This is an optimization exercise on Yosys and OpenROAD, whose aim is small area, a short achievable clock period and few clock cycles per item, not a production implementation. The RTL was checked by simulation tests, not by an equivalence proof against the original design. Power and IR drop assume default switching activity.

==> flow/config.mk <==
export PLATFORM = sky130hd
export DESIGN_NAME = rv_alu_top
export DESIGN_NICKNAME = rv_alu_top
export VERILOG_FILES = /design/flow/design.v
export SDC_FILE = /design/flow/constraint.sdc
export NUM_CORES = 4
export LEC_CHECK = 0
export CAP_MARGIN = 20
export CELL_PAD_IN_SITES_DETAIL_PLACEMENT = 1
export CELL_PAD_IN_SITES_GLOBAL_PLACEMENT = 1
export CORE_MARGIN = 2
export CORE_UTILIZATION = 40
export CTS_CLUSTER_DIAMETER = 100
export CTS_CLUSTER_SIZE = 25
export PLACE_DENSITY = 0.5
export SETUP_SLACK_MARGIN = 5
export SLEW_MARGIN = 20
==> flow/constraint.sdc <==
create_clock -name core_clock -period 8.5 [get_ports {clk_i}]
set_input_delay 1.7000 -clock core_clock [delete_from_list [all_inputs] [get_ports {clk_i}]]
set_output_delay 1.7000 -clock core_clock [all_outputs]
set_load 0.01 [all_outputs]
==> flow/design.v <==
`default_nettype none
package rv_alu_pkg;
  localparam logic [6:0] OPC_OP     = 7'b0110011;       
  localparam logic [6:0] OPC_OP_IMM = 7'b0010011;       
endpackage
`default_nettype wire
`timescale 1ns/1ns
`default_nettype none
module rv_alu_top (
  input  logic              clk_i,
  input  logic              rst_n,
  input  logic              instr_valid,
  input  logic [31:0]       instr,
  output logic              instr_ready,
  output logic              wb_valid,
  output logic [36:0]       wb,            
  input  logic              wb_ready
);
  logic        d_v;
  logic [31:7] d_ins;
  logic        d_imm;
  logic        e_v;
  logic [4:0]  e_rd;
  logic [31:0] e_a;
  logic [31:0] e_b;          
  logic        e_sub;        
  logic        e_sgn;        
  logic        e_sel_sll;    
  logic        e_sel_sr;     
  logic        e_arith;      
  logic        e_sel_add;
  logic        e_sel_lt;
  logic        e_sel_xor;
  logic        e_sel_or;
  logic        e_sel_and;
  logic [4:0]  e_shl;        
  logic [4:0]  e_shr_n;      
  logic        s_v;
  logic [36:0] s_wb;
  logic        w_v;          
  logic [4:0]  w_rd;
  logic [31:0] w_val;
  logic        q_v;          
  logic [31:7] q_ins;
  logic        q_imm;
  logic [31:1][31:0] rf;
  logic [31:1]       rf_v;
  logic out_free;
  logic go;                  
  logic d_free;              
  logic take;                
  logic acc;
  assign out_free    = ~wb_valid | wb_ready;
  assign go          = out_free | (~s_v & ~e_v);
  assign d_free      = ~d_v | go;
  assign instr_ready = ~q_v;
  assign acc         = instr_valid & ~q_v;
  logic in_alu;
  assign in_alu = (instr[6:0] == rv_alu_pkg::OPC_OP) || (instr[6:0] == rv_alu_pkg::OPC_OP_IMM);
  assign take   = acc & in_alu & (instr[11:7] != 5'd0);
  always_ff @(posedge clk_i or negedge rst_n) begin
    if (!rst_n) begin
      d_v <= 1'b0;
      q_v <= 1'b0;
    end else begin
      if (d_free) begin
        d_v <= q_v | take;
      end
      q_v <= q_v ? ~d_free : (take & ~d_free);
    end
  end
  always_ff @(posedge clk_i) begin
    if (d_free) begin
      d_ins <= q_v ? q_ins : instr[31:7];
      d_imm <= q_v ? q_imm : ~instr[5];
    end
    if (!q_v) begin
      q_ins <= instr[31:7];
      q_imm <= ~instr[5];
    end
  end
  logic [2:0]  f3;
  logic [4:0]  rs1;
  logic [4:0]  rs2;
  logic [31:0] imm;
  assign f3  = d_ins[14:12];
  assign rs1 = d_ins[19:15];
  assign rs2 = d_ins[24:20];
  assign imm = {{20{d_ins[31]}}, d_ins[31:20]};
  logic [31:0] ra;
  logic [31:0] rb;
  always_comb begin
    ra = '0;
    rb = '0;
    for (int j = 1; j < 32; j++) begin
      ra = ra | ({32{(rs1 == 5'(j)) & rf_v[j]}} & rf[j]);
      rb = rb | ({32{(rs2 == 5'(j)) & rf_v[j]}} & rf[j]);
    end
  end
  logic        sub_nx;
  assign sub_nx = (f3 == 3'b000 && !d_imm && d_ins[30]) || f3 == 3'b010 || f3 == 3'b011;
  logic [31:0] res;
  logic [31:0] a_nx;
  logic [31:0] b_nx;
  logic [31:0] ra_w;
  logic [31:0] rb_w;
  assign ra_w = (w_v && w_rd == rs1) ? w_val : ra;
  assign rb_w = (w_v && w_rd == rs2) ? w_val : rb;
  assign a_nx = (e_v && e_rd == rs1) ? res : ra_w;
  assign b_nx = d_imm ? imm : ((e_v && e_rd == rs2) ? res : rb_w);
  always_ff @(posedge clk_i or negedge rst_n) begin
    if (!rst_n) begin
      e_v <= 1'b0;
    end else begin
      e_v <= d_v & go;
    end
  end
  always_ff @(posedge clk_i) begin
    e_rd      <= d_ins[11:7];
    e_a       <= a_nx;
    e_b       <= b_nx ^ {32{sub_nx}};            
    e_shl     <= b_nx[4:0];
    e_shr_n   <= ~b_nx[4:0];
    e_sub     <= sub_nx;
    e_sgn     <= (f3 == 3'b010);
    e_arith   <= (f3 == 3'b101) && d_ins[30];
    e_sel_add <= (f3 == 3'b000);
    e_sel_lt  <= (f3 == 3'b010) || (f3 == 3'b011);
    e_sel_sll <= (f3 == 3'b001);
    e_sel_sr  <= (f3 == 3'b101);
    e_sel_xor <= (f3 == 3'b100);
    e_sel_or  <= (f3 == 3'b110);
    e_sel_and <= (f3 == 3'b111);
  end
  logic [33:0] sum;
  logic        ext_a;
  logic        ext_b;
  assign ext_a = e_sgn & e_a[31];
  assign ext_b = ~e_sgn | e_b[31];
  assign sum   = {ext_a, e_a, 1'b1} + {ext_b, e_b, e_sub};
  logic [31:0] sh_l;
  logic [32:0] sh_r;
  assign sh_l = e_a << e_shl;
  assign sh_r = $signed({e_arith & e_a[31], e_a}) >>> ~e_shr_n;
  assign res = ({32{e_sel_add}} & sum[32:1])
             | ({32{e_sel_sll}} & sh_l)
             | ({32{e_sel_sr}}  & sh_r[31:0])
             | ({32{e_sel_xor}} & (e_a ^ e_b))
             | ({32{e_sel_or}}  & (e_a | e_b))
             | ({32{e_sel_and}} & (e_a & e_b))
             | {31'd0, e_sel_lt & sum[33]};
  always_ff @(posedge clk_i or negedge rst_n) begin
    if (!rst_n) begin
      w_v <= 1'b0;
    end else begin
      w_v <= e_v;
    end
  end
  always_ff @(posedge clk_i) begin
    w_rd  <= e_rd;
    w_val <= res;
  end
  always_ff @(posedge clk_i or negedge rst_n) begin
    if (!rst_n) begin
      rf_v <= '0;
    end else if (w_v) begin
      rf_v[w_rd] <= 1'b1;
    end
  end
  for (genvar j = 1; j < 32; j++) begin : g_rf
    always_ff @(posedge clk_i) begin
      if (w_v && w_rd == 5'(j)) begin
        rf[j] <= w_val;
      end
    end
  end
  always_ff @(posedge clk_i or negedge rst_n) begin
    if (!rst_n) begin
      wb_valid <= 1'b0;
      s_v      <= 1'b0;
    end else begin
      wb_valid <= s_v | e_v | ~out_free;
      s_v      <= ~out_free & (s_v | e_v);
    end
  end
  always_ff @(posedge clk_i) begin
    if (out_free) begin
      wb <= s_v ? s_wb : {e_rd, res};
    end
    if (!s_v) begin
      s_wb <= {e_rd, res};
    end
  end
endmodule
`default_nettype wire
==> flow/run.sh <==
#!/bin/bash
# synth_recipe.tcl (not shown) runs the flow's synth.tcl, then flattens the netlist and writes it again
# the make line also repeats each setting of config.mk as NAME=value (left out here)
make -C /OpenROAD-flow-scripts/flow DESIGN_CONFIG=/design/flow/config.mk WORK_HOME=/design/flow/orfs CLKGATE_MAP_FILE= SYNTH_SCRIPT=/design/flow/synth_recipe.tcl finish
==> summary.txt, run 1 <==
- Pwr Density: 173 mW/mm^2
- GRT Total Usage: 42.6%
- Hold path start: d_ins[8]$_DFFE_PN_
- Fraction of registers with async set/reset: between 2 and 3%
- Sequential area share after synthesis: 61.2%
- Via/cell ratio: 7.60
- # DRC: 0
- Syn Nets: between 4,000 and 5,000
- Clock slew at reported path FFs: around 0.11 ns
- CP max FO: 30
- Mapped Cells: 4,655
- IO Count: 75
- Die ar.: 0.152 mm^2
- Die height: between 300 and 400 um
- Syn_area_per_cell: 12.8 um^2
- Leak pwr: 22.5 nW
- Root Buffer: clkbuf_16
- Cell Count, Final, Fillers Out: 6,698
- Seq cells post-synth: between 1,000 and 1,500
- Critical path class: flip-flop to flip-flop
- Vias in the first global route: 48,270
- Crit. Startpoint: d_ins[23]$_DFFE_PN_
- Final wirelength: 334,000 um
- RSZ-0062 raised after global routing: true
- F_max: 274 MHz
- Initial antenna violation count: 29
- Max VDD drop: 0.000226 V
- Worst Tran Pin Value: 1.26 ns
- Iteration-0 DRC Markers: 9,936
- Sw Share: 25.3%
- Net switching power: 0.00294 W
- GRT overflow: 0
- Via count: 50,878
- Clock skew: 0.0542 ns
- Arr. time, crit path: 4.34 ns
- MaxCap Viol Count: 0
- Unique cell type count in the Yosys netlist: 95
- Skew-Pair Late Insertion Delay: just under 0.8 ns
- Per-cell routed wire length: 49.9 um
- Final RePlAce weighted congestion: roughly 0.95
- Maximum clock insertion buffer count: 3
- Pre-antenna DRT Iters: 13
- Critical Path Sink Type: flip-flop
- Initial Util: 40.3%
- Setup_tns: 0 ns
- FF+latch area: 0.0365 mm^2
- Final HPWL from detailed placement: 197,000 um
- Final net count: approximately 4,800
- Slew HR: 15.4%
- Synth Flop Type: edfxtp_1
- Post-synth EDFFs: 1,055
- Synth-to-layout area growth: 13.0%
- Hold Slack: 0.353 ns
- Flop pwr share: 61.7%
- Hold Path Class: flip-flop to flip-flop
- Mapped Area: about 0.06 mm^2
- Filler Cell Count: 14,904
- Combinational Power Share: 7.1%
- Reg2reg start: d_ins[23]$_DFFE_PN_
- Port-buffer cells: 74
- Number of setup violations in the final report: 0
- Num CTS Buffers: just over 60
- Clk sinks: 1,281
- CTS tree: done
- Internal power: roughly 0.0087 W
- Final hold viol count: 0
- Final max-slew violation count: 0
- Core area: around 0.15 mm^2
- Cell Rows: around 140
- Pin count of the biggest net entering global routing: 53
- Post-layout min period: 3.65 ns
- Area occupied by multi-input gates: about 0.023 mm^2
- CP required: 9.19 ns
- Dpl cells: roughly 6,500
- Clock share of power: around 31%
- Status: complete, no violations
- Startpoint Class: flip-flop
- DRT antenna net count: 0
- Die Wd: approximately 400 um
- Tcrit/Tclk final: 43.0%
- Synth Warn #: 1
- Share of cells above drive strength 1: around 17%
- H-tree Lvls: 2
- Global-route wire length before repair: 439,000 um
==> flip-flops by register name (all words and copies together), names as in the netlist, 5 cells and up <==
register,cells
d_ins,25
e_a,32
e_b,32
e_rd,5
e_shl,5
e_shr_n,5
q_ins,25
rf,992
rf_v,31
s_wb,37
w_rd,5
w_val,32
wb,37
==> critical path, stage by stage, from the launching register on <==
cell and delay, ns:
edfxtp_1 0.43, buf_8 0.20, and4b_1 0.55, and2_4 0.86
a2111oi_0 0.26, and4_1 0.24, nand3_1 0.32, a21boi_0 0.18
a221oi_1 0.36, xnor2_1 0.15
==> path summary, 6_finish.rpt <==
| kind | endpoint | slack (ns) | depth (start not counted) |
|---|---|---|---|
| max in group asynchronous | s_v$_DFF_PN0_ | 6.84 | 1 |
| min in group asynchronous | rf_v[30]$_DFFE_PN0P_ | 1.06 | 1 |
| min reg2reg | e_rd[1]$_DFF_P_ | 0.35 | 0 |
| max | e_b[20]$_DFF_P_ | 4.85 | 9 |
| min | e_rd[1]$_DFF_P_ | 0.35 | 0 |
| max reg2reg | e_b[20]$_DFF_P_ | 4.85 | 9 |
==> through the flow <==
step / setup slack, ns / power, W / cell area [um^2] / utilization [%]
final: 4.85 / 0.0116 / 67200 / 45.5
after global routing: 4.91 / 0.0119 / 67200 / 45.5
after CTS: 4.94 / 0.0116 / 66100 / 44.7
after detailed placement: 3.89 / 0.00804 / 63000 / 42.6
after global placement: 3.23 / 0.00803 / 62900 / 42.6
after floorplan: 5.05 / 0.00761 / 59500 / -
==> power groups by stage <==
stage / registers, W / logic, W / clock network (W)
floorplan: 0.00724 / 0.000367 / 0
global placement: 0.00732 / 0.000707 / 0
detailed placement: 0.00732 / 0.000714 / 0
CTS: 0.00718 / 0.000760 / 0.00363
global route: 0.00720 / 0.000864 / 0.00383
finish: 0.00719 / 0.000823 / 0.00363
==> layer usage <==
layer  global-route usage, %  share of wire (%)
met1                    55.2                 37
met2                    62.7                 42
met3                    13.7                 13
met4                    24.1                7.1
met5                   0.319               0.13
==> synthesized netlist by cell type (all sizes together), types with 9 or more instances <==
cell	number	area share, %
nand2b	22	0.23
buf	97	0.80
nand4	108	1.1
o211ai	23	0.29
a211oi	32	0.40
a31oi	13	0.15
o21a	14	0.18
or3	14	0.15
mux4	53	2.1
nand2	209	1.3
xor2	27	0.40
nor2	121	0.76
a22o	63	0.93
and2	40	0.42
edfxtp	1055	53
nor3b	21	0.26
and3	179	1.9
a21oi	114	0.97
a22oi	694	8.8
a222oi	59	0.99
nor4	64	0.67
a311oi	11	0.17
o221ai	11	0.16
dfxtp	189	6.4
ha	76	1.6
mux2i	69	1.2
clkbuf	279	1.8
and3b	22	0.32
mux2	83	1.6
o21ai	130	1.1
o21bai	19	0.24
inv	104	0.66
nand3	196	1.6
a2111oi	50	0.74
a31o	9	0.13
nor2b	18	0.19
dfrtp	37	1.6
nor3	29	0.24
o2bb2ai	24	0.35
a221oi	75	1.1
xnor2	41	0.60
and4	16	0.24
a21o	40	0.50
==> placed cells by master, fill, tap and decap left out, drive strengths merged, types with 69 or more instances in the layout <==
master / count
nand4: 108
a22oi: 694
a21oi: 114
o21ai: 130
inv: 109
edfxtp: 1055
clkbuf: 107
and3: 179
clkdlybuf4s50: 70
mux2: 83
mux2i: 69
a221oi: 75
nand3: 198
nor2: 121
nand2: 209
dfxtp: 189
ha: 76
buf: 273
==> repair_timing <==
item / CTS / global route
resized for setup: 246 / 164
endpoints found under the setup margin: 191 / 116
hold buffers: 0 / 0
pin swaps: 24 / 42
buffers inserted: 34 / 56
gates cloned: 2 / 2
hold endpoints to repair: 0 / 0
==> logic make-up (layout without fill, tap and decap cells) <==
kind of cell,count (synthesis),after routing,synth area share (%)
buffers and inverters,482,570,3.23
AOI/OAI and AO/OA,1452,1452,18.3
and+or+nand+nor,1090,1093,9.92
DFF,1281,1281,61.2
adders and majority gates,77,77,1.63
muxes,205,205,4.79
other,0,22,0
xor gates and xnor gates,68,68,1.00
==> area by class of cell <==
class	instances	area share, %
Sequential cell	1281	54.3
Multi-Input combinational cell	2895	33.7
Timing Repair Buffer	349	4.86
Tap cell	1930	3.59
Clock buffer	104	2.54
Inverter	106	0.607
Clock inverter	11	0.255
Antenna cell	22	0.0819
Testbench counts, summed over its fixed seeds: cycles 16,024, items 16,000.
==> run 2, diff against run 1 <==
--- a/flow/design.v
+++ b/flow/design.v
@@ -41,3 +41,8 @@
   logic [4:0]  w_rd;
+  logic [31:1] w_we;         
   logic [31:0] w_val;
+  logic [3:0]  d_r1h;        
+  logic [7:0]  d_r1l;        
+  logic [3:0]  d_r2h;        
+  logic [7:0]  d_r2l;
   logic        q_v;          
@@ -71,6 +76,16 @@
   end
+  logic [31:7] d_src;
+  assign d_src = q_v ? q_ins : instr[31:7];
   always_ff @(posedge clk_i) begin
     if (d_free) begin
-      d_ins <= q_v ? q_ins : instr[31:7];
+      d_ins <= d_src;
       d_imm <= q_v ? q_imm : ~instr[5];
+      for (int i = 0; i < 4; i++) begin
+        d_r1h[i] <= d_src[19:18] == 2'(i);
+        d_r2h[i] <= d_src[24:23] == 2'(i);
+      end
+      for (int i = 0; i < 8; i++) begin
+        d_r1l[i] <= d_src[17:15] == 3'(i);
+        d_r2l[i] <= d_src[22:20] == 3'(i);
+      end
     end
@@ -89,2 +104,6 @@
   assign imm = {{20{d_ins[31]}}, d_ins[31:20]};
+  logic [31:1] sel_a;
+  logic [31:1] sel_b;
+  logic        sel_aw;
+  logic        sel_bw;
   logic [31:0] ra;
@@ -92,7 +111,13 @@
   always_comb begin
-    ra = '0;
-    rb = '0;
     for (int j = 1; j < 32; j++) begin
-      ra = ra | ({32{(rs1 == 5'(j)) & rf_v[j]}} & rf[j]);
-      rb = rb | ({32{(rs2 == 5'(j)) & rf_v[j]}} & rf[j]);
+      sel_a[j] = d_r1h[j / 8] & d_r1l[j % 8] & rf_v[j] & ~w_we[j];
+      sel_b[j] = d_r2h[j / 8] & d_r2l[j % 8] & rf_v[j] & ~w_we[j];
+    end
+    sel_aw = w_v && w_rd == rs1;
+    sel_bw = w_v && w_rd == rs2;
+    ra = {32{sel_aw}} & w_val;
+    rb = {32{sel_bw}} & w_val;
+    for (int j = 1; j < 32; j++) begin
+      ra = ra | ({32{sel_a[j]}} & rf[j]);
+      rb = rb | ({32{sel_b[j]}} & rf[j]);
     end
@@ -104,8 +129,4 @@
   logic [31:0] b_nx;
-  logic [31:0] ra_w;
-  logic [31:0] rb_w;
-  assign ra_w = (w_v && w_rd == rs1) ? w_val : ra;
-  assign rb_w = (w_v && w_rd == rs2) ? w_val : rb;
-  assign a_nx = (e_v && e_rd == rs1) ? res : ra_w;
-  assign b_nx = d_imm ? imm : ((e_v && e_rd == rs2) ? res : rb_w);
+  assign a_nx = (e_v && e_rd == rs1) ? res : ra;
+  assign b_nx = d_imm ? imm : ((e_v && e_rd == rs2) ? res : rb);
   always_ff @(posedge clk_i or negedge rst_n) begin
@@ -161,2 +182,5 @@
     w_val <= res;
+    for (int j = 1; j < 32; j++) begin
+      w_we[j] <= e_v && e_rd == 5'(j);
+    end
   end
@@ -165,4 +189,4 @@
       rf_v <= '0;
-    end else if (w_v) begin
-      rf_v[w_rd] <= 1'b1;
+    end else begin
+      rf_v <= rf_v | w_we;
     end
@@ -171,3 +195,3 @@
     always_ff @(posedge clk_i) begin
-      if (w_v && w_rd == 5'(j)) begin
+      if (w_we[j]) begin
         rf[j] <= w_val;
==> run 2 against run 1 <==
Still clean on timing, DRC and antenna. Synthesized area about the same. Flip-flop and latch count increased by 55. Clock power increased by 8.3%. Via count decreased by 4.0%. Largest cell class unchanged. Largest power group unchanged.
==> summary.txt, run 2 <==
- Status: complete, no violations
- Final RePlAce weighted congestion: 0.956
- Sw Share: approximately a quarter
- Vias in the first global route: between 40,000 and 50,000
- Clk sinks: 1,336
- Global-route wire length before repair: 425,000 um
- Top cells by count, synth: 1,079 x edfxtp_1, 328 x a221oi_1, 325 x a22o_1
- Synth Warn #: 1
- Final core utilization: ~45%
- Final wirelength: 322,000 um
- Post-synth top area share: 54.5%
- CTS tree: done
- # hold bufs at CTS: 0
- Syn_area_per_cell: 13.6 um^2
- H-tree Lvls: 3
- Critical Path Sink Type: flip-flop
- F_max: 278 MHz
- # DRC: 0
- Skew-Pair Late Insertion Delay: 0.73 ns
- Number of flip-flops in the largest register: 992
- Die ar.: 0.152 mm^2
- Setup_tns: 0 ns
- Hold Path Class: flip-flop to flip-flop
- Pin count of the biggest net entering global routing: between 60 and 70
- Clock slew at reported path FFs: 0.10 ns
- Clock share of power: 32.6%
- Number of setup violations in the final report: 0
- Setup slack, reg-to-reg: around 4.9 ns
- Core area: approximately 0.15 mm^2
- Iteration-0 DRC Markers: 10,279
- R2r worst-path depth: 11
- Initial Util: 40.3%
- Combinational Power Share: ~6.4%
- Dpl cells: 6,174
- Internal power: 0.00914 W
- Area occupied by multi-input gates: 0.0206 mm^2
- IO Count: 75
- Hold path cells: 0
- Hold path start: d_ins[7]$_DFFE_PN_
- Final HPWL from detailed placement: approximately 180,000 um
- Synth area leaders: edfxtp_1 54%, dfxtp_1 7.4%, a221oi_1 4.8%
- Commonest non-fill, non-tap cells in the layout: 1,079 x edfxtp_1, 325 x a221oi_1, 325 x a22o_1
- Pre-antenna DRT Iters: 9
- Tcrit/Tclk final: 42.4%
- Flop pwr share: 61.0%
- Initial antenna violation count: 18
- Final max-slew violation count: 0
- Leak pwr: around 22 nW
- Maximum clock insertion buffer count: 3
- Die height: 390 um
- GRT Total Usage: around two fifths
- FF+latch area: 0.0379 mm^2
- Fraction of registers with async set/reset: ~2.8%
- Unique cell type count in the Yosys netlist: 86
- CP required: approximately 9 ns
- Most flop-heavy register: rf
- Mapped Cells: 4,359
- Worst Tran Pin Value: roughly 1.2 ns
- Share of cells above drive strength 1: between 15 and 20%
- Synth Flop Type: edfxtp_1
- Mux cell area share after synthesis: under 10%
- Syn Nets: 4,460
- Adder-Cell Fraction of Synth Area: 1.38%
- Via/cell ratio: 7.66
- Synth-to-layout area growth: 12.5%
- Sequential area share after synthesis: 63.4%
- GRT overflow: 0
- Critical path class: flip-flop to flip-flop
- Port-buffer cells: between 70 and 80
- Filler Cell Count: 14,627
- Worst Hold End: e_rd[0]$_DFF_P_
- Seq cells post-synth: 1,336
- Final hold viol count: 0
- Compound-gate portion of the synthesized area: 19.1%
- MaxCap Viol Count: 0
- DRT antenna net count: 0
- Slew HR: between 20 and 25%
- Largest area contributor in the netlist: edfxtp_1
- Max VDD drop: approximately 0.00018 V
- Largest family of logic cells by synthesized area: compound AO/OA/AOI/OAI gates
- RSZ-0062 raised after global routing: true
- Post-synth EDFFs: 1,079
- Die Wd: 390 um
- Num CTS Buffers: 66
- Most frequent cell after synthesis: edfxtp_1
- Post-layout min period: 3.60 ns
- Clock skew: 0.0566 ns
- Commonest non-fill, non-tap cell in the layout: edfxtp_1
- XOR/XNOR share of the synthesized area: 0.925%
- Arr. time, crit path: 4.16 ns
- CP max FO: 11
- Reg2reg start: e_a[17]$_DFF_P_
- Via count: 48,853
- Pwr Density: 180 mW/mm^2
- Mapped Area: around 0.059 mm^2
- Cell Rows: ~140
- Cell Count, Final, Fillers Out: 6,381
- Per-cell routed wire length: 50.5 um
- Crit. Startpoint: e_a[17]$_DFF_P_
- Final net count: 4,498
- Startpoint Class: flip-flop
- Worst R2R End: e_b[31]$_DFF_P_
- Hold Slack: 0.348 ns
- Net switching power: 0.00289 W
- Root Buffer: clkbuf_16
- Top flop regs: rf: 992 flops, s_wb: 37 flops, wb: 37 flops
- Simple-gate share of the synthesized area: 6.98%
## run 2: changes by cell type in the layout (fill, tap and decap cells not counted), moves of 35 or more
cell | previous run | this run
nand2_1 | 208 | 149
nand3_1 | 189 | 58
a221oi_1 | 67 | 325
and3_1 | 143 | 13
or2_2 | 4 | 39
nor2_1 | 85 | 152
a22oi_1 | 693 | 251
nor4_1 | 52 | 6
a22o_1 | 63 | 325
and4b_2 | 0 | 52
nand4_1 | 108 | 154
## run 2: worst max-delay path by stage
stage,depth (start not counted),endpoint,slack (ns)
after floorplan,3,d_imm$_DFFE_PN_,5.22
after global placement,9,e_b[22]$_DFF_P_,2.95
after detailed placement,11,e_b[23]$_DFF_P_,3.96
after CTS,9,e_b[23]$_DFF_P_,4.80
after global routing,10,e_b[24]$_DFF_P_,4.87
final,11,e_b[31]$_DFF_P_,4.90
## run 2: power by group through the flow
stage	clock [W]	sequential [W]	combinational (W)
floorplan	0	0.00751	0.000319
global placement	0	0.00748	0.000715
detailed placement	0	0.00748	0.000720
CTS	0.00395	0.00733	0.000744
global route	0.00414	0.00734	0.000812
finish	0.00393	0.00733	0.000771
## run 2: cells by family (layout without fill, tap and decap cells)
logic type,after synthesis,in the layout
AO/OA/AOI/OAI,1445,1445
flip-flops,1336,1336
buffers and inverters,477,564
XOR/XNOR,62,62
AND/OR/NAND/NOR,764,764
multiplexers,210,210
other,0,5
adder cells (fa/ha/maj),65,65
## run 2: area by class of cell
type                    count  share of cell area [%]
diodes                      5                  0.0187
clock buffers             103                    2.79
clock inverters            14                   0.357
inverters                 103                   0.583
multi-input cells        2546                    30.9
flip-flops and latches   1336                    56.7
well taps                1930                    3.61
repair buffers            344                    5.09
## run 2: through the flow
step | worst slack (ns) | power (W) | instance area, um^2
floorplan | 5.22 | 0.00782 | 59500
global placement | 2.95 | 0.00820 | 62800
detailed placement | 3.96 | 0.00820 | 62800
CTS | 4.80 | 0.0120 | 66400
global route | 4.87 | 0.0123 | 66900
finish | 4.90 | 0.0120 | 66900
## run 2: timing repair
action,4_1_cts,5_1_grt
setup buffers,62,21
gates cloned,2,0
gates resized for setup,168,91
pin swaps,8,18
endpoints found under the setup margin,129,89
## run 2: per-layer routing
| layer | track usage, % | part of all wire (%) | wire length, um |
|---|---|---|---|
| met5 | 0.319 | 0.045 | 145 |
| met3 | 11.8 | 14 | 44000 |
| met1 | 57.7 | 39 | 125000 |
| met2 | 58.1 | 41 | 131000 |
| met4 | 22.8 | 7.0 | 22500 |
## run 2: critical path, cell delays in order, from the launching register on
cell,delay [ns]
dfxtp_2,0.50
inv_1,0.11
ha_2,0.43
and2_1,0.26
nand4_1,0.26
a2111oi_4,0.54
buf_4,0.21
nor3_2,0.06
or2_2,0.36
a211oi_4,0.40
o31ai_1,0.16
xnor2_1,0.16
Testbench counts of run 2, summed over its fixed seeds: cycles 16,024, items 16,000.
==> run 3, diff against run 2 <==
==> flow/flow/run.sh (new file) <==
#!/bin/bash
# The standard layout, with
#  - met1 derated more in global routing (flow/fastroute.tcl).
set -uo pipefail
bash standard.sh SETUP_SLACK_MARGIN=5.3 FASTROUTE_TCL="$PWD/flow/fastroute.tcl" finish > run_standard.log 2>&1
==> flow/flow/fastroute.tcl (new file) <==
# Global routing layers as the platform sets them, but with met1 derated
# harder: sky130hd's flip-flops block most of met1 across the cell, so guides
# on met1 are what the detailed router fights with.
set_global_routing_layer_adjustment met1 0.6
set_global_routing_layer_adjustment met2-met5 0.2
set_routing_layers -clock met3-met5
set_routing_layers -signal met1-met5
==> flow/standard.sh (new file) <==
#!/bin/bash
# synth_recipe.tcl (not shown) runs the flow's synth.tcl, then flattens the netlist and writes it again
# the make line also repeats each setting of config.mk as NAME=value (left out here)
make -C /OpenROAD-flow-scripts/flow DESIGN_CONFIG=/design/flow/config.mk WORK_HOME=/design/flow/orfs CLKGATE_MAP_FILE= SYNTH_SCRIPT=/design/flow/synth_recipe.tcl "${@:-finish}"
--- a/flow/config.mk
+++ b/flow/config.mk
@@ -15,3 +15,2 @@
 export PLACE_DENSITY = 0.5
-export SETUP_SLACK_MARGIN = 5
 export SLEW_MARGIN = 20
removed: flow/run.sh
==> run 3 against run 2 <==
Setup slack improved by 0.33 ns. Critical path type unchanged. Die area did not move. Still clean. Synthesized area did not move.
==> summary.txt, run 3 <==
- Number of flip-flops in the largest register: 992
- Pre-antenna DRT Iters: 9
- Combinational Power Share: 7.5%
- FF+latch area: 0.0380 mm^2
- Sequential area share after synthesis: 63.4%
- Seq cells post-synth: around 1,300
- Most frequent cell after synthesis: edfxtp_1
- Global-route wire length before repair: 443,000 um
- H-tree Lvls: 2
- Iteration-0 DRC Markers: about 4,100
- Clock slew at reported path FFs: 0.10 ns
- Pin count of the biggest net entering global routing: 53
- Mapped Cells: 4,359
- Port-buffer cells: 74
- Clk sinks: 1,336
- Root Buffer: clkbuf_16
- Filler Cell Count: 14,434
- # DRC: 0
- Final HPWL from detailed placement: between 150,000 and 200,000 um
- Maximum clock insertion buffer count: 3
- Commonest non-fill, non-tap cell in the layout: edfxtp_1
- Via/cell ratio: 7.37
- Setup_tns: 0 ns
- Synth Flop Type: edfxtp_1
- Metal-1 WL: roughly 98,000 um
- Synth area leaders: edfxtp_1 54%, dfxtp_1 7.4%, a221oi_1 4.8%
- CP required: 9.09 ns
- CP max FO: 25
- Startpoint Class: flip-flop
- Synth-to-layout area growth: 17.8%
- Core area: 0.148 mm^2
- Final net count: approximately 4,700
- Num CTS Buffers: about 60
- Critical Path Sink Type: flip-flop
- Max VDD drop: 0.000242 V
- Sw Share: between 20% and 30%
- Net switching power: roughly 0.0029 W
- Uppermost layer routed: met5
- Initial Util: 40.3%
- Area occupied by multi-input gates: 0.0218 mm^2
- Final hold viol count: 0
- Syn Nets: around 4,500
- Post-synth EDFFs: 1,079
- Initial antenna violation count: 13
- Final RePlAce weighted congestion: 1.00
- RSZ-0062 raised after global routing: true
- Slew HR: between 20 and 25%
- GRT Total Usage: 52.5%
- Final wirelength: 340,000 um
- Clock share of power: 30.5%
- Most flop-heavy register: rf
- Critical path class: flip-flop to flip-flop
- F_max: 306 MHz
- Hold Path Class: flip-flop to flip-flop
- Worst Tran Pin Value: roughly 1.1 ns
- Number of setup violations in the final report: 0
- Mapped Area: 0.0595 mm^2
- Top cells by count, synth: 1,079 x edfxtp_1, 328 x a221oi_1, 325 x a22o_1
- Leak pwr: 23.0 nW
- Die ar.: 0.152 mm^2
- Commonest non-fill, non-tap cells in the layout: 1,079 x edfxtp_1, 325 x a22o_1, 323 x buf_4
- Unique cell type count in the Yosys netlist: 86
- Tot Pwr: roughly 0.012 W
- Top flop regs: rf: 992 flops, s_wb: 37 flops, wb: 37 flops
- DRT antenna net count: 0
- Flop pwr share: between 60% and 70%
- Met2 WL post-DR: 135,000 um
- Skew-Pair Late Insertion Delay: 0.77 ns
- CTS tree: done
- Syn_area_per_cell: 13.6 um^2
- Arr. time, crit path: roughly 3.9 ns
- GRT overflow: 0
- Post-synth top area share: 54.5%
- Post-layout min period: 3.27 ns
- Share of cells above drive strength 1: approximately a quarter
- Pwr Density: 169 mW/mm^2
- Vias in the first global route: 51,289
- Internal power: 0.00894 W
- IO Count: 75
- Routed met3 length: 76,400 um
- Per-cell routed wire length: 51.8 um
- Final max-slew violation count: 0
- # hold bufs at CTS: 0
- Fraction of registers with async set/reset: 2.77%
- Die height: 390 um
- Cell Rows: 141
- Via count: just under 50,000
- Die Wd: 390 um
- Clock skew: 0.0650 ns
- Tcrit/Tclk final: 38.5%
- MaxCap Viol Count: 0
- Status: complete, no violations
- Largest area contributor in the netlist: edfxtp_1
- Synth Warn #: 1
[run 3: cell counts after synthesis]
Identical to the previous run, type by type.
[run 3: worst paths after layout]
kind                                     from                 to  slack (ns)  cells after the start
max reg2reg                d_r1l[0]$_DFFE_PN_    e_a[12]$_DFF_P_        5.23                      7
max                        d_r1l[0]$_DFFE_PN_    e_a[12]$_DFF_P_        5.23                      7
max in group asynchronous               rst_n  rf_v[7]$_DFF_PN0_        7.03                      2
min                        d_ins[9]$_DFFE_PN_    e_rd[2]$_DFF_P_        0.35                      0
min in group asynchronous               rst_n      q_v$_DFF_PN0_        1.03                      2
min reg2reg                d_ins[9]$_DFFE_PN_    e_rd[2]$_DFF_P_        0.35                      0
[run 3: power by group through the flow]
stage / Sequential [W] / Clock [W] / Combinational, W
floorplan: 0.00751 / 0 / 0.000319
global placement: 0.00750 / 0 / 0.000706
detailed placement: 0.00750 / 0 / 0.000710
CTS: 0.00734 / 0.00362 / 0.000795
global route: 0.00735 / 0.00380 / 0.000948
finish: 0.00734 / 0.00361 / 0.000893
[run 3: critical path, stage by stage, from the launching register on]
cell and delay [ns]:
edfxtp_1 0.56, and4b_2 0.47, buf_4 0.42, a22o_1 0.35, a221oi_1 0.26, nand4_1 0.16, a211oi_2 0.57, a21oi_1 0.23
[run 3: kinds of logic (layout without fill, tap and decap cells)]
logic type	after synthesis	in the layout	synth area share, %
AND/OR/NAND/NOR	764	765	6.98
other	0	13	0
XOR/XNOR	62	62	0.925
buffers and inverters	477	743	3.19
flip-flops	1336	1336	63.4
AO/OA/AOI/OAI	1445	1445	19.1
multiplexers	210	210	5.02
adder cells (fa/ha/maj)	65	65	1.38
[run 3: repair_timing]
| action | in CTS | in global routing |
|---|---|---|
| setup endpoints to repair | 221 | 118 |
| gates cloned | 11 | 11 |
| pin swaps | 39 | 84 |
| resized for setup | 467 | 245 |
| setup buffers | 154 | 120 |
[run 3: layer usage]
layer | up-vias | global-route usage (%)
met5 | - | 5.26
li1 | 18377 | -
met1 | 23454 | 74.2
met2 | 5187 | 60.5
met4 | 68 | 27.0
met3 | 1306 | 48.6
[run 3: cell type report]
class | count | share of cell area, %
antenna | 13 | 0.0464
clock buffer | 106 | 2.43
clock inverter | 8 | 0.141
inverter | 103 | 0.557
multi-input combinational | 2547 | 31.1
sequential | 1336 | 54.2
tap | 1930 | 3.45
timing repair buffer | 526 | 8.05
[run 3: per-stage QoR]
step	instance area (um^2)	hold slack (ns)	setup slack, ns	cells	util, %
after floorplan	59500	0.323	5.46	4359	-
after global placement	62600	0.325	3.82	6144	42.4
after detailed placement	62600	0.328	3.74	6146	42.4
after CTS	67900	0.352	5.02	6425	46.0
after global routing	70100	0.362	5.10	6558	47.5
final	70100	0.351	5.23	6569	47.5
==> run 4, diff against run 3 <==
--- a/flow/design.v
+++ b/flow/design.v
@@ -37,4 +37,3 @@
   logic [4:0]  e_shr_n;      
-  logic        s_v;
-  logic [36:0] s_wb;
+  logic        s_v;          
   logic        w_v;          
@@ -180,4 +179,6 @@
   always_ff @(posedge clk_i) begin
-    w_rd  <= e_rd;
-    w_val <= res;
+    if (e_v) begin                       
+      w_rd  <= e_rd;
+      w_val <= res;
+    end
     for (int j = 1; j < 32; j++) begin
@@ -211,6 +212,3 @@
     if (out_free) begin
-      wb <= s_v ? s_wb : {e_rd, res};
-    end
-    if (!s_v) begin
-      s_wb <= {e_rd, res};
+      wb <= s_v ? {w_rd, w_val} : {e_rd, res};
     end
==> run 4 against run 3 <==
Sequential share of layout area grew 1.2 points. First-iteration DRC count shrank 1.7%. Clock power shrank 5%. Critical path type unchanged. Worst hold slack lost 0.0042 ns. Combinational power shrank 29%. Maximum frequency grew 2.1%. Via count shrank 3.1%. Die area shrank 0.44%. Synthesized cell count shrank 1.7%. Sequential power shrank 5.3%. Largest power group unchanged. Core utilization shrank 1.4 points. Count of clock-buffer cells in the layout shrank 28.
==> summary.txt, run 4 <==
- Status: complete, no violations
- # hold bufs at CTS: 0
- Syn_area_per_cell: 13.8 um^2
- CP max-delay cell: a211oi_4
- Reg2reg start: d_r1l[4]$_DFFE_PN_
- Largest area contributor in the netlist: edfxtp_1
- Metal-1 WL: between 90,000 and 100,000 um
- CP required: about 9.1 ns
- Global-route wire length before repair: between 400,000 and 500,000 um
- Clock share of power: between 30 and 40%
- Slew HR: 18.8%
- GRT Total Usage: 50.7%
- Num CTS Buffers: 59
- Share of cells above drive strength 1: 21.4%
- Worst Tran Pin Value: 1.22 ns
- Die ar.: between 0.15 and 0.2 mm^2
- Post-synth top area share: 56.6%
- Vias in the first global route: 50,499
- Leak pwr: 22.0 nW
- Final hold viol count: 0
- Final net count: 4,499
- Pre-antenna DRT Iters: 9
- Maximum clock insertion buffer count: 3
- Pin count of the biggest net entering global routing: a little under 60
- Uppermost layer routed: met5
- Core area: approximately 0.15 mm^2
- Mapped Area: between 0.05 and 0.06 mm^2
- Hold Path Class: flip-flop to flip-flop
- Flop pwr share: 63.1%
- Initial antenna violation count: 19
- Max VDD drop: 0.000195 V
- Top flop regs: rf: 992 flops, wb: 37 flops
- Root Buffer: clkbuf_16
- Hold path start: d_ins[11]$_DFFE_PN_
- Cell Rows: 141
- Sw Share: 23.4%
- Post-synth EDFFs: around 1,100
- Synth Flop Type: edfxtp_1
- Critical path class: flip-flop to flip-flop
- Syn Nets: between 4,000 and 5,000
- CTS tree: done
- Combinational Power Share: 5.8%
- Final RePlAce weighted congestion: 1.00
- Port-buffer cells: 74
- Die Wd: 389 um
- Final HPWL from detailed placement: 186,000 um
- Synth-to-layout area growth: 14.6%
- Skew-Pair Late Insertion Delay: 0.79 ns
- Met2 WL post-DR: 132,000 um
- Startpoint Class: flip-flop
- Arr. time, crit path: 3.75 ns
- Synth area leaders: edfxtp_1 57%, dfxtp_1 4.9%, a221oi_1 4.9%
- Via/cell ratio: 7.37
- RSZ-0062 raised after global routing: true
- Final max-slew violation count: 0
- Per-cell routed wire length: 50.6 um
- Worst path max stage delay: around 0.65 ns
- Commonest non-fill, non-tap cells in the layout: 1,116 x edfxtp_1, 328 x a22o_1, 326 x a221oi_1
- Tot Pwr: 0.0110 W
- Via count: 46,877
- Tcrit/Tclk final: a little under two fifths
- Number of setup violations in the final report: 0
- Seq cells post-synth: 1,299
- Final wirelength: 322,000 um
- IO Count: 75
- Top cells by count, synth: 1,116 x edfxtp_1, 331 x a221oi_1, 328 x a22o_1
- Internal power: 0.00844 W
- Fraction of registers with async set/reset: under 10%
- Net switching power: 0.00258 W
- Most flop-heavy register: rf
- CP max FO: 27
- H-tree Lvls: 2
- Iteration-0 DRC Markers: 4,057
- GRT overflow: 0
- Pwr Density: approximately 160 mW/mm^2
- Number of flip-flops in the largest register: about 990
- Commonest non-fill, non-tap cell in the layout: edfxtp_1
- MaxCap Viol Count: 0
- Mapped Cells: between 4,000 and 5,000
- Unique cell type count in the Yosys netlist: 90
- Post-layout min period: 3.21 ns
- F_max: 312 MHz
- Die height: 389 um
- Clock slew at reported path FFs: roughly 0.10 ns
- Clk sinks: ~1,300
- Routed met3 length: approximately 67,000 um
- Synth Warn #: 1
- Clock skew: roughly 0.09 ns
- Critical Path Sink Type: flip-flop
- Crit. Startpoint: d_r1l[4]$_DFFE_PN_
- CP cell instances: buf_4 > and4b_2 > buf_8 > a222oi_1 > nand4_1 > a211oi_4 > a21oi_1
- Sequential area share after synthesis: 63.1%
- # DRC: 0
- Initial Util: 40.2%
- Setup_tns: 0 ns
- DRT antenna net count: 0
- Most frequent cell after synthesis: edfxtp_1
run 4: cell count changes after synthesis, moves of 8 or more:
cell | before | now
dfxtp_1 | 220 | 146
edfxtp_1 | 1079 | 1116
mux4_2 | 45 | 80
o21ai_0 | 121 | 86
mux2i_1 | 71 | 46
nor2_1 | 158 | 134
buf_1 | 28 | 40
clkbuf_1 | 309 | 319
a2111oi_0 | 25 | 16
inv_1 | 101 | 110
nand3_1 | 60 | 69
o211ai_1 | 23 | 31
run 4: logic make-up after synthesis:
group                    synth area share, %
AO/OA/AOI/OAI                           18.9
flip-flops                              63.1
AND/OR/NAND/NOR                         6.79
buffers and inverters                   3.27
multiplexers                            5.64
adder cells (fa/ha/maj)                 1.39
XOR/XNOR                               0.902
run 4: layer usage:
layer  vias up  track usage, %
li1      17992               -
met1     22944            74.7
met2      4728            59.6
met3      1145            43.2
met4        68            25.0
met5         -            8.55
run 4: what timing repair did:
item	4_1_cts	5_1_grt
endpoints found under the setup margin	222	139
pin swaps	36	51
resized for setup	351	160
cloned	8	6
setup buffers	140	50
run 4: critical path, delay by kind of cell (launching register included):
family	cells	cell delay, ns
AOI/OAI and AO/OA	3	1.29
DFF	1	0.53
and+or+nand+nor	2	0.61
buffers and inverters	2	0.49
run 4: power by group through the flow:
| stage | combinational, W | sequential (W) | clock (W) |
|---|---|---|---|
| global route | 0.000685 | 0.00696 | 0.00363 |
| CTS | 0.000590 | 0.00695 | 0.00346 |
| detailed placement | 0.000541 | 0.00711 | 0 |
| floorplan | 0.000312 | 0.00709 | 0 |
| global placement | 0.000537 | 0.00711 | 0 |
| finish | 0.000638 | 0.00695 | 0.00343 |
run 4: area by class of cell:
cell class	instances	area, um^2
antenna	8	20.0
clock buffer	78	1550
clock inverter	8	104
fill	14516	79400
inverter	113	432
multi-input combinational	2489	21300
sequential	1299	37600
tap	1930	2410
timing repair buffer	436	4520
run 4: path summary, 6_finish.rpt:
kind | end | slack, ns | cells after the start
min in group asynchronous | d_v$_DFFE_PN0N_ | 1.09 | 1
min | e_rd[4]$_DFF_P_ | 0.35 | 0
min reg2reg | e_rd[4]$_DFF_P_ | 0.35 | 0
max reg2reg | e_a[28]$_DFF_P_ | 5.29 | 7
max | e_a[28]$_DFF_P_ | 5.29 | 7
max in group asynchronous | s_v$_DFF_PN0_ | 6.74 | 1
run 4: stage by stage:
step	util [%]	instance area [um^2]	hold WS [ns]	std cells	worst slack [ns]
after floorplan	-	59200	0.323	4285	5.33
after global placement	42.3	62400	0.327	6063	3.94
after detailed placement	42.3	62400	0.329	6063	3.96
after CTS	45.2	66600	0.353	6297	5.19
after global routing	46.1	67900	0.367	6355	5.16
final	46.1	67900	0.347	6361	5.29
Testbench counts of run 4, summed over its fixed seeds: cycles 16,024, items 16,000.
==> run 5, diff against run 4 <==
--- a/flow/config.mk
+++ b/flow/config.mk
@@ -16 +16,2 @@
 export SLEW_MARGIN = 20
+export TNS_END_PERCENT = 5
==> run 5 against run 4 <==
Worst hold slack worse by 0.0032 ns. Setup slack worse by 0.27 ns. Count of clock-buffer cells in the layout up 13. Wire length rose by 0.32%. Non-clock buffer count decreased by 74. Die area stayed put. Maximum frequency fell by 7.9%. Clock power is 5% higher. Core utilization down 0.75 points. Register-to-register slack lost 0.23 ns. Highest routed layer unchanged. Flip-flop and latch count is the same. Via count shrank 0.30%. Largest cell class unchanged.
==> summary.txt, run 5 <==
- H-tree Lvls: 2
- Arr. time, crit path: 1.78 ns
- Sequential area share after synthesis: 63.1%
- Number of setup violations in the final report: 0
- Area occupied by multi-input gates: 0.0209 mm^2
- Die ar.: about 0.15 mm^2
- Number of flip-flops in the largest register: 992
- Top cells by count, synth: 1,116 x edfxtp_1, 331 x a221oi_1, 328 x a22o_1
- Vias in the first global route: 50,286
- # hold bufs at CTS: 0
- Family with the most delay on the worst path: buffers and inverters
- DRT antenna net count: 0
- Final HPWL from detailed placement: 190,000 um
- Syn Nets: 4,386
- Most frequent cell after synthesis: edfxtp_1
- Post-synth top area share: 56.6%
- Status: complete, no violations
- Clk sinks: 1,299
- Slew HR: 16.7%
- CP required: 6.80 ns
- Mapped Cells: 4,285
- Syn_area_per_cell: ~14 um^2
- Hold Path Class: flip-flop to flip-flop
- F_max: approximately 290 MHz
- IO Count: 75
- Unique cell type count in the Yosys netlist: 90
- Final wirelength: 323,000 um
- Die Wd: 389 um
- Worst R2R End: e_b[31]$_DFF_P_
- Port-buffer cells: 74
- Final hold viol count: 0
- CP cell instances: clkdlybuf4s50_1
- Hold path start: d_ins[7]$_DFFE_PN_
- Crit path buffers/inverters: 1
- Setup slack, reg-to-reg: between 5 and 6 ns
- Die height: ~390 um
- RSZ-0062 raised after global routing: true
- Via/cell ratio: 7.41
- Max VDD drop: ~0.00020 V
- Synth Warn #: 1
- Commonest non-fill, non-tap cells in the layout: 1,116 x edfxtp_1, 328 x a22o_1, 327 x a221oi_1
- Critical Path Sink Type: primary output
- Leak pwr: between 20 and 25 nW
- Fraction of registers with async set/reset: 2.85%
- Post-synth EDFFs: 1,116
- Share of cells above drive strength 1: 18.9%
- GRT Total Usage: between 50% and 60%
- Hold path cells: 0
- Tcrit/Tclk final: 40.9%
- Pre-antenna DRT Iters: 7
- CP max-delay cell: clkdlybuf4s50_1
- Num CTS Buffers: 61
- Clock slew at reported path FFs: about 0.11 ns
- Worst path max stage delay: 0.57 ns
- Most flop-heavy register: rf
- FF+latch area: 0.0376 mm^2
- Setup_tns: 0 ns
- Initial Util: a little over 40%
- Seq cells post-synth: 1,299
- Dpl cells: 6,088
- R2r worst-path depth: 10
- MaxCap Viol Count: 0
- Synth-to-layout area growth: 12.8%
- Cell Count, Final, Fillers Out: between 6,000 and 7,000
- Mapped Area: 0.0592 mm^2
- Core area: 0.147 mm^2
- Final RePlAce weighted congestion: between 0.9 and 1
- Post-layout min period: 3.48 ns
- Filler Cell Count: between 10,000 and 15,000
- Final net count: ~4,400
- Skew-Pair Late Insertion Delay: 0.79 ns
- Iteration-0 DRC Markers: 4,018
- Worst Tran Pin Value: 1.25 ns
- Clock skew: 0.0711 ns
- Reg2reg start: w_we[7]$_DFF_P_
- Pin count of the biggest net entering global routing: slightly below 60
- Startpoint Class: flip-flop
- Final max-slew violation count: 0
- CP max FO: 1
- Largest area contributor in the netlist: edfxtp_1
- Commonest non-fill, non-tap cell in the layout: edfxtp_1
- GRT overflow: 0
- Synth area leaders: edfxtp_1 57%, dfxtp_1 4.9%, a221oi_1 4.9%
- Worst Hold End: e_rd[0]$_DFF_P_
- Critical path class: flip-flop to primary output
- Cell Rows: 141
- # DRC: 0
- Top flop regs: rf: 992 flops, wb: 37 flops
- Synth Flop Type: edfxtp_1
- Maximum clock insertion buffer count: 3
- Per-cell routed wire length: 51.2 um
- Pwr Density: ~170 mW/mm^2
- Root Buffer: clkbuf_16
- Via count: 46,738
- CTS tree: done
- Initial antenna violation count: 12
- Global-route wire length before repair: 428,000 um
[run 5: cell types whose count changed in the layout (fill, tap and decap cells not counted), sizes merged, moves of 3 or more]
cell,before,now
buf,358,282
clkdlybuf4s50,34,67
dlygate4sd2,24,5
clkbuf,84,95
clkdlybuf4s15,7,0
bufbuf,7,3
diode,8,12
clkinv,4,7
[run 5: worst max path at each step]
stage                     start               to  slack (ns)  cells past startpoint
5_1_grt        wb[23]$_DFFE_PN_           wb[23]        4.96                      1
2_1_floorplan   e_a[16]$_DFF_P_  wb[0]$_DFFE_PN_        5.28                     12
3_5_place_dp    e_a[15]$_DFF_P_  wb[0]$_DFFE_PN_        4.09                     10
6_report       wb[23]$_DFFE_PN_           wb[23]        5.02                      1
4_1_cts        wb[17]$_DFFE_PN_           wb[17]        4.98                      1
3_3_place_gp    e_a[29]$_DFF_P_  wb[0]$_DFFE_PN_        4.12                     10
[run 5: layout make-up]
| type | instances | share of cell area [%] |
|---|---|---|
| Clock buffer | 91 | 2.53 |
| Tap cell | 1930 | 3.62 |
| Clock inverter | 11 | 0.236 |
| Sequential cell | 1299 | 56.3 |
| Inverter | 113 | 0.641 |
| Antenna cell | 12 | 0.0450 |
| Multi-Input combinational cell | 2488 | 31.2 |
| Timing Repair Buffer | 362 | 5.43 |
[run 5: power breakdown]
| part | internal, W | switching (W) | leakage (nW) |
|---|---|---|---|
| sequential | 0.00689 | 0.0000690 | 11.3 |
| clock | 0.00141 | 0.00218 | 0.887 |
| combinational | 0.000240 | 0.000374 | 9.35 |
[run 5: repair_timing]
action / CTS / global route
pin swaps: 17 / 17
resized for setup: 190 / 134
buffers inserted: 69 / 27
gates cloned: 3 / 4
endpoints found under the setup margin: 222 / 197
[run 5: layer usage]
metal | routed length (um) | vias to the layer above | global-route usage [%]
li1 | - | 17873 | -
met1 | 96700 | 22891 | 73.9
met2 | 131000 | 4765 | 59.3
met3 | 68600 | 1158 | 44.1
met4 | 24600 | 51 | 26.4
met5 | 1870 | - | 8.71
[run 5: through the flow]
stage	hold slack (ns)	area [um^2]	util [%]	setup WS [ns]	total power [W]
after floorplan	0.323	59200	-	5.28	0.00740
after global placement	0.324	62500	42.4	4.12	0.00765
after detailed placement	0.328	62500	42.5	4.09	0.00766
after CTS	0.348	65900	44.8	4.98	0.0112
after global routing	0.355	66800	45.3	4.96	0.0114
final	0.344	66800	45.3	5.02	0.0112
[run 5: cell families after synthesis]
logic type | synth area share [%]
AOI/OAI and AO/OA | 18.9
DFF | 63.1
and+or+nand+nor | 6.79
buffers and inverters | 3.27
muxes | 5.64
adders and majority gates | 1.39
xor gates and xnor gates | 0.902
==> run 6, diff against run 5 <==
--- a/flow/config.mk
+++ b/flow/config.mk
@@ -11,7 +11,6 @@
 export CORE_MARGIN = 2
-export CORE_UTILIZATION = 40
+export CORE_UTILIZATION = 48
 export CTS_CLUSTER_DIAMETER = 100
 export CTS_CLUSTER_SIZE = 25
-export PLACE_DENSITY = 0.5
+export PLACE_DENSITY = 0.65
 export SLEW_MARGIN = 20
-export TNS_END_PERCENT = 5
==> run 6 against run 5 <==
Non-clock buffer count is 46 higher. Die area decreased by 17%. Still clean. Cell area rose by 1.5%. Synthesized cell count unchanged. Flip-flop and latch count did not move. Wire length decreased by 3.5%. Sequential power hardly changed. Setup slack improved by 0.19 ns. Global-route usage up 6.5 points. Maximum frequency rose by 5.9%. Critical endpoint is now e_a[21]$_DFF_P_. Combinational power rose by 6.3%. Clock power down 5%.
==> summary.txt, run 6 <==
- Status: complete, no violations
- Unique cell type count in the Yosys netlist: 90
- Slew HR: 24.0%
- MaxCap Viol Count: 0
- Most flop-heavy register: rf
- Cell Rows: between 100 and 150
- Final hold viol count: 0
- Top cells by count, synth: 1,116 x edfxtp_1, 331 x a221oi_1, 328 x a22o_1
- Arr. time, crit path: 3.89 ns
- Pwr Density: approximately 160 mW/mm^2
- Via/cell ratio: 7.94
- Worst slack, placed: 4.20 ns
- Max VDD drop: 0.000194 V
- Initial Util: 48.5%
- Synth Warn #: 1
- Syn Nets: between 4,000 and 5,000
- CTS tree: done
- Port-buffer cells: 74
- Tot Pwr: roughly 0.011 W
- Final max-slew violation count: 0
- H-tree Lvls: 2
- Share of cells above drive strength 1: between 20% and 30%
- # DRC: 0
- Synth area leaders: edfxtp_1 57%, dfxtp_1 4.9%, a221oi_1 4.9%
- Hold Path Class: flip-flop to flip-flop
- Final RePlAce weighted congestion: between 1 and 1.5
- RSZ-0062 raised after global routing: true
- Clock skew: ~0.04 ns
- Post-synth top area share: 56.6%
- Fraction of registers with async set/reset: between 2 and 3%
- Root Buffer: clkbuf_16
- Synth-to-layout area growth: 14.5%
- Most frequent cell after synthesis: edfxtp_1
- Mapped Cells: 4,285
- Per-cell routed wire length: 51.5 um
- GRT Total Usage: a little under three fifths
- Clock slew at reported path FFs: 0.11 ns
- F_max: 304 MHz
- Syn_area_per_cell: 13.8 um^2
- Post-route cell area: 0.0678 mm^2
- Iteration-0 DRC Markers: 4,582
- Final net count: 4,470
- Leak pwr: 22.0 nW
- Critical path class: flip-flop to flip-flop
- Number of flip-flops in the largest register: about 990
- Largest area contributor in the netlist: edfxtp_1
- Pre-antenna DRT Iters: 9
- Commonest non-fill, non-tap cells in the layout: 1,116 x edfxtp_1, 328 x a22o_1, 326 x a221oi_1
- CP max FO: 35
- Via count: between 40,000 and 50,000
- DRT antenna net count: 0
- Placed inst area: 0.0620 mm^2
- Startpoint Class: flip-flop
- Critical Path Sink Type: flip-flop
- Number of setup violations in the final report: 0
- Mapped Area: 0.0592 mm^2
- Clk sinks: about 1,300
- Worst Tran Pin Value: 1.14 ns
- Num CTS Buffers: 59
- Post-layout min period: 3.29 ns
- Initial antenna violation count: 22
- Global-route wire length before repair: 408,000 um
- Skew-Pair Late Insertion Delay: approximately 0.76 ns
- Seq cells post-synth: 1,299
- Die ar.: roughly 0.13 mm^2
- Tcrit/Tclk final: approximately two fifths
- Maximum clock insertion buffer count: 3
- Vias in the first global route: 51,661
- Post-synth EDFFs: between 1,000 and 1,500
- Final wirelength: approximately 310,000 um
- PnR worst setup slack: approximately 5.2 ns
- Final HPWL from detailed placement: roughly 180,000 um
- Synth Flop Type: edfxtp_1
- Top flop regs: rf: 992 flops, wb: 37 flops
- Die height: 355 um
- Core area: 0.122 mm^2
- IO Count: 75
- GRT overflow: 0
- Hold Slack: 0.352 ns
- Commonest non-fill, non-tap cell in the layout: edfxtp_1
- Pin count of the biggest net entering global routing: 59
- CP required: roughly 9.1 ns
- Setup_tns: 0 ns
- Sequential area share after synthesis: 63.1%
- Die Wd: around 360 um
- Filler Cell Count: 11,594
==> run 6: cell counts after synthesis <==
No cell type changed its count.
==> run 6: path summary, 6_finish.rpt <==
kind / cells past startpoint / slack (ns) / start / endpoint
setup / recovery: 8 / 5.21 / w_we[17]$_DFF_P_ / e_a[21]$_DFF_P_
hold / removal: 0 / 0.35 / d_ins[10]$_DFFE_PN_ / e_rd[3]$_DFF_P_
setup reg to reg: 8 / 5.21 / w_we[17]$_DFF_P_ / e_a[21]$_DFF_P_
hold reg to reg: 0 / 0.35 / d_ins[10]$_DFFE_PN_ / e_rd[3]$_DFF_P_
max in group asynchronous: 1 / 6.69 / rst_n / s_v$_DFF_PN0_
min in group asynchronous: 1 / 1.12 / rst_n / d_v$_DFFE_PN0N_
==> run 6: cell families (layout without fill, tap and decap cells) <==
group           Yosys count  count (layout)  synth area share [%]
buf+inv                 498             618                  3.27
simple gates            733             733                  6.79
xor+xnor                 61              61                 0.902
compound gates         1419            1419                  18.9
other cells               0              19                     0
flops                  1299            1299                  63.1
mux                     210             210                  5.64
fa+ha+maj                65              65                  1.39
==> run 6: worst max-delay path, cell delays in order, from the launching register on <==
cell and delay, ns:
dfxtp_2 0.38, buf_16 0.30, and4b_2 0.51, buf_6 0.38, a222oi_1 0.68, nand4_1 0.17
a211oi_1 0.33, buf_4 0.24, a21oi_1 0.09
==> run 6: repair_timing <==
action	in CTS	in global routing
setup buffers	51	76
hold buffers	0	0
gates resized for setup	408	213
cloned	12	18
pin swaps	22	47
setup endpoints to repair	220	136
==> run 6: per-layer routing <==
layer / part of all wire, % / global-route usage [%] / wire length [um] / up-vias
li1: - / - / - / 17946
met1: 28 / 79.5 / 88300 / 23120
met2: 40 / 65.2 / 123000 / 5447
met3: 23 / 53.0 / 70600 / 1404
met4: 8.5 / 32.5 / 26500 / 87
met5: 0.94 / 12.8 / 2930 / -
==> run 6: cell type report <==
| cell class | count | area (um^2) | area share [%] |
|---|---|---|---|
| clock inverter | 5 | 72.6 | 0.107 |
| clock buffer | 92 | 1600 | 2.36 |
| sequential | 1299 | 37600 | 55.4 |
| multi-input combinational | 2488 | 21300 | 31.4 |
| antenna | 19 | 47.5 | 0.0701 |
| tap | 1625 | 2030 | 3.00 |
| inverter | 113 | 438 | 0.646 |
| timing repair buffer | 408 | 4760 | 7.01 |
==> run 6: power by group <==
group	total [W]	switching [W]	internal (W)
Combinational	0.000654	0.000402	0.000252
Clock	0.00341	0.00209	0.00132
Sequential	0.00695	0.0000620	0.00689
==> run 6: stage by stage <==
| step | util [%] | cells |
|---|---|---|
| finish | 55.6 | 6049 |
| CTS | 54.0 | 5936 |
| floorplan | - | 4285 |
| detailed placement | 50.8 | 5776 |
| global placement | 50.8 | 5776 |
| global route | 55.5 | 6039 |
==> run 7, diff against run 6 <==
==> flow/flow/run.sh (replaced) <==
#!/bin/bash
# The standard layout, with
#  - met1 derated more in global routing (flow/fastroute.tcl).
set -uo pipefail
bash standard.sh SETUP_SLACK_MARGIN=5.5 FASTROUTE_TCL="$PWD/flow/fastroute.tcl" finish > run_standard.log 2>&1
--- a/flow/config.mk
+++ b/flow/config.mk
@@ -11,6 +11,6 @@
 export CORE_MARGIN = 2
-export CORE_UTILIZATION = 48
+export CORE_UTILIZATION = 40
 export CTS_CLUSTER_DIAMETER = 100
 export CTS_CLUSTER_SIZE = 25
-export PLACE_DENSITY = 0.65
+export PLACE_DENSITY = 0.5
 export SLEW_MARGIN = 20
==> run 7 against run 6 <==
Still clean. Sequential share of layout area is 3.2 points lower. Combinational power is 18% higher. Power is 3.6% higher. Worst hold slack worse by 0.0046 ns. Critical endpoint is now e_b[7]$_DFF_P_. Highest routed layer unchanged.
==> summary.txt, run 7 <==
- Status: complete, no violations
- CP required: 9.15 ns
- Number of flip-flops in the largest register: around 990
- Number of setup violations in the final report: 0
- Synth-to-layout area growth: 21.6%
- Iteration-0 DRC Markers: 4,158
- Share of cells above drive strength 1: 29.6%
- Commonest non-fill, non-tap cell in the layout: edfxtp_1
- CP max-delay cell: a2111oi_4
- Port-buffer cells: 74
- Syn Nets: 4,386
- Clock share of power: 32.3%
- Initial antenna violation count: 20
- Clock skew: 0.109 ns
- Per-cell routed wire length: 51.8 um
- Worst path max stage delay: 0.80 ns
- Mapped Cells: 4,285
- Flop pwr share: 60.9%
- Tcrit/Tclk final: between 30% and 40%
- CP max FO: 11
- Most flop-heavy register: rf
- Pin count of the biggest net entering global routing: a little under 60
- Startpoint Class: flip-flop
- Post-synth top area share: 56.6%
- # hold bufs at CTS: 0
- Final core utilization: between 40% and 50%
- Clock slew at reported path FFs: approximately 0.11 ns
- Final net count: 4,692
- Slew HR: 27.5%
- Skew-Pair Late Insertion Delay: 0.81 ns
- Via/cell ratio: 7.41
- Critical path class: flip-flop to flip-flop
- Die Wd: 389 um
- Synth Warn #: 1
- MaxCap Viol Count: 0
- Sw Share: 23.8%
- IO Count: 75
- Internal power: 0.00869 W
- H-tree Lvls: 2
- PnR worst setup slack: 5.30 ns
- Pwr Density: 158 mW/mm^2
- Die ar.: ~0.15 mm^2
- Seq cells post-synth: 1,299
- Most frequent cell after synthesis: edfxtp_1
- Core area: about 0.15 mm^2
- Maximum clock insertion buffer count: 3
- Cell Rows: 141
- Vias in the first global route: 52,058
- Leak pwr: 23.7 nW
- Final max-slew violation count: 0
- Arr. time, crit path: 3.85 ns
- Combinational Power Share: 6.8%
- Num CTS Buffers: 61
- Net switching power: about 0.0027 W
- Hold Path Class: flip-flop to flip-flop
- CTS tree: done
- Cell Count, Final, Fillers Out: 6,582
- Root Buffer: clkbuf_16
- Syn_area_per_cell: ~14 um^2
- DRT antenna net count: 0
- F_max: 313 MHz
- # DRC: 0
- Initial Util: 40.2%
- Die height: 389 um
- GRT overflow: 0
- Sequential area share after synthesis: 63.1%
- Via count: 48,779
- CP cell instances: and4b_4 > buf_4 > clkbuf_16 > a22o_1 > a221oi_1 > nand4_1 > a2111oi_4 > o31ai_4 > xnor2_1
- Post-synth EDFFs: 1,116
- Synth area leaders: edfxtp_1 57%, dfxtp_1 4.9%, a221oi_1 4.9%
- Top cells by count, synth: 1,116 x edfxtp_1, 331 x a221oi_1, 328 x a22o_1
- Final wirelength: 341,000 um
- Worst Tran Pin Value: between 1 and 1.5 ns
- Dpl cells: 6,060
- Synth Flop Type: edfxtp_1
- Post-layout min period: approximately 3.2 ns
- Setup_tns: 0 ns
- Global-route wire length before repair: 441,000 um
- Top flop regs: rf: 992 flops, wb: 37 flops
- Final hold viol count: 0
- RSZ-0062 raised after global routing: true
- Clk sinks: roughly 1,300
- Worst slack, placed: 4.21 ns
- Mapped Area: 0.0592 mm^2
- GRT Total Usage: between 50% and 60%
- Final HPWL from detailed placement: 185,000 um
- Critical Path Sink Type: flip-flop
- Hold path cells: 0
- Largest area contributor in the netlist: edfxtp_1
- R2r worst-path depth: 9
- Fraction of registers with async set/reset: between 2 and 3%
- Pre-antenna DRT Iters: 9
- Tot Pwr: approximately 0.011 W
- Commonest non-fill, non-tap cells in the layout: 1,116 x edfxtp_1, 358 x buf_4, 328 x a22o_1
- Unique cell type count in the Yosys netlist: 90
- Final RePlAce weighted congestion: between 1 and 1.5
- Max VDD drop: 0.000218 V
## run 7: kinds of logic after synthesis
| family | share of synthesized area (%) |
|---|---|
| and+or+nand+nor | 6.79 |
| muxes | 5.64 |
| xor gates and xnor gates | 0.902 |
| DFF | 63.1 |
| adders and majority gates | 1.39 |
| AOI/OAI and AO/OA | 18.9 |
| buffers and inverters | 3.27 |
## run 7: path summary, 6_finish.rpt
check	startpoint	end	slack, ns
setup reg to reg	d_r2l[5]$_DFFE_PN_	e_b[7]$_DFF_P_	5.30
hold / removal	d_ins[11]$_DFFE_PN_	e_rd[4]$_DFF_P_	0.35
hold reg to reg	d_ins[11]$_DFFE_PN_	e_rd[4]$_DFF_P_	0.35
setup / recovery	d_r2l[5]$_DFFE_PN_	e_b[7]$_DFF_P_	5.30
max in group asynchronous	rst_n	rf_v[19]$_DFF_PN0_	7.03
min in group asynchronous	rst_n	e_v$_DFF_PN0_	1.01
## run 7: final cells by class
| cell class | instances | area (um^2) |
|---|---|---|
| clock inverters | 14 | 241 |
| inverters | 113 | 445 |
| flip-flops and latches | 1299 | 37600 |
| repair buffers | 627 | 6810 |
| multi-input cells | 2489 | 22700 |
| well taps | 1930 | 2410 |
| clock buffers | 90 | 1680 |
| fillers | 14220 | 75300 |
| diodes | 20 | 50.0 |
## run 7: per-stage QoR
step	hold slack, ns	area, um^2
after global routing	0.366	72000
after CTS	0.357	68500
after floorplan	0.323	59300
final	0.348	72000
after global placement	0.326	62400
after detailed placement	0.334	62400
## run 7: power by group through the flow
stage,logic [W],registers (W),clock network [W]
after CTS,0.000658,0.00695,0.00372
after floorplan,0.000313,0.00709,0
final,0.000771,0.00695,0.00369
after detailed placement,0.000543,0.00711,0
after global placement,0.000541,0.00711,0
after global routing,0.000820,0.00696,0.00389
## run 7: routing by layer
layer	track usage (%)	part of all wire, %
met5	12.3	0.86
met4	26.6	7.9
met3	47.2	22
met2	60.6	40
met1	74.8	29
## run 7: worst max-delay path: cells and delay by family, from the launching register on
kind,cells,cell delay [ns]
flip-flops,1,0.53
XOR/XNOR,1,0.15
AND/OR/NAND/NOR,2,0.50
buffers and inverters,2,0.50
AO/OA/AOI/OAI,4,1.34
## run 7: what timing repair did
action,in CTS,in global routing
pin swaps,64,146
gates resized for setup,669,423
gates cloned,13,11
setup buffers,212,162
endpoints found under the setup margin,227,131

-- re-timing with driven ports --
Ports are ideal in the flow. The routed layouts listed here were re-timed in OpenROAD.
Step 1: set_driving_cell puts a clkbuf_16 on clk_i and a buf_2 on each other input, an assumption about the parent block.
Step 2 adds t to the input delays and takes it off the output delays; t is the mean of the earliest and latest rising clock arrival at the registers after step 1. Input paths then give back, and output paths get back, about the clock's delay inside the block.
a / b / c = no drivers / after step 1 / after step 2; a / b = the first two.
run	shift t [ns]	slack for setup (ns)	clock arrival spread, ns	pins driven straight from the clock port
run 1	0.841	4.846 / 4.846 / 4.652	0.061 / 0.062	1
run 2	0.792	4.899 / 4.899 / 4.430	0.058 / 0.058	1
run 3	0.832	5.228 / 5.228 / 4.656	0.074 / 0.074	1
run 4	0.834	5.295 / 5.210 / 4.720	0.093 / 0.093	1
run 5	0.850	5.021 / 4.931 / 4.426	0.074 / 0.074	1
run 6	0.827	5.215 / 5.215 / 4.759	0.049 / 0.049	1
run 7	0.838	5.304 / 5.266 / 4.854	0.117 / 0.117	1
After both steps every run listed still meets setup and hold. For run 5, which loses most, drivers alone change the setup slack by -0.090 ns; drivers and shift together by -0.595 ns.
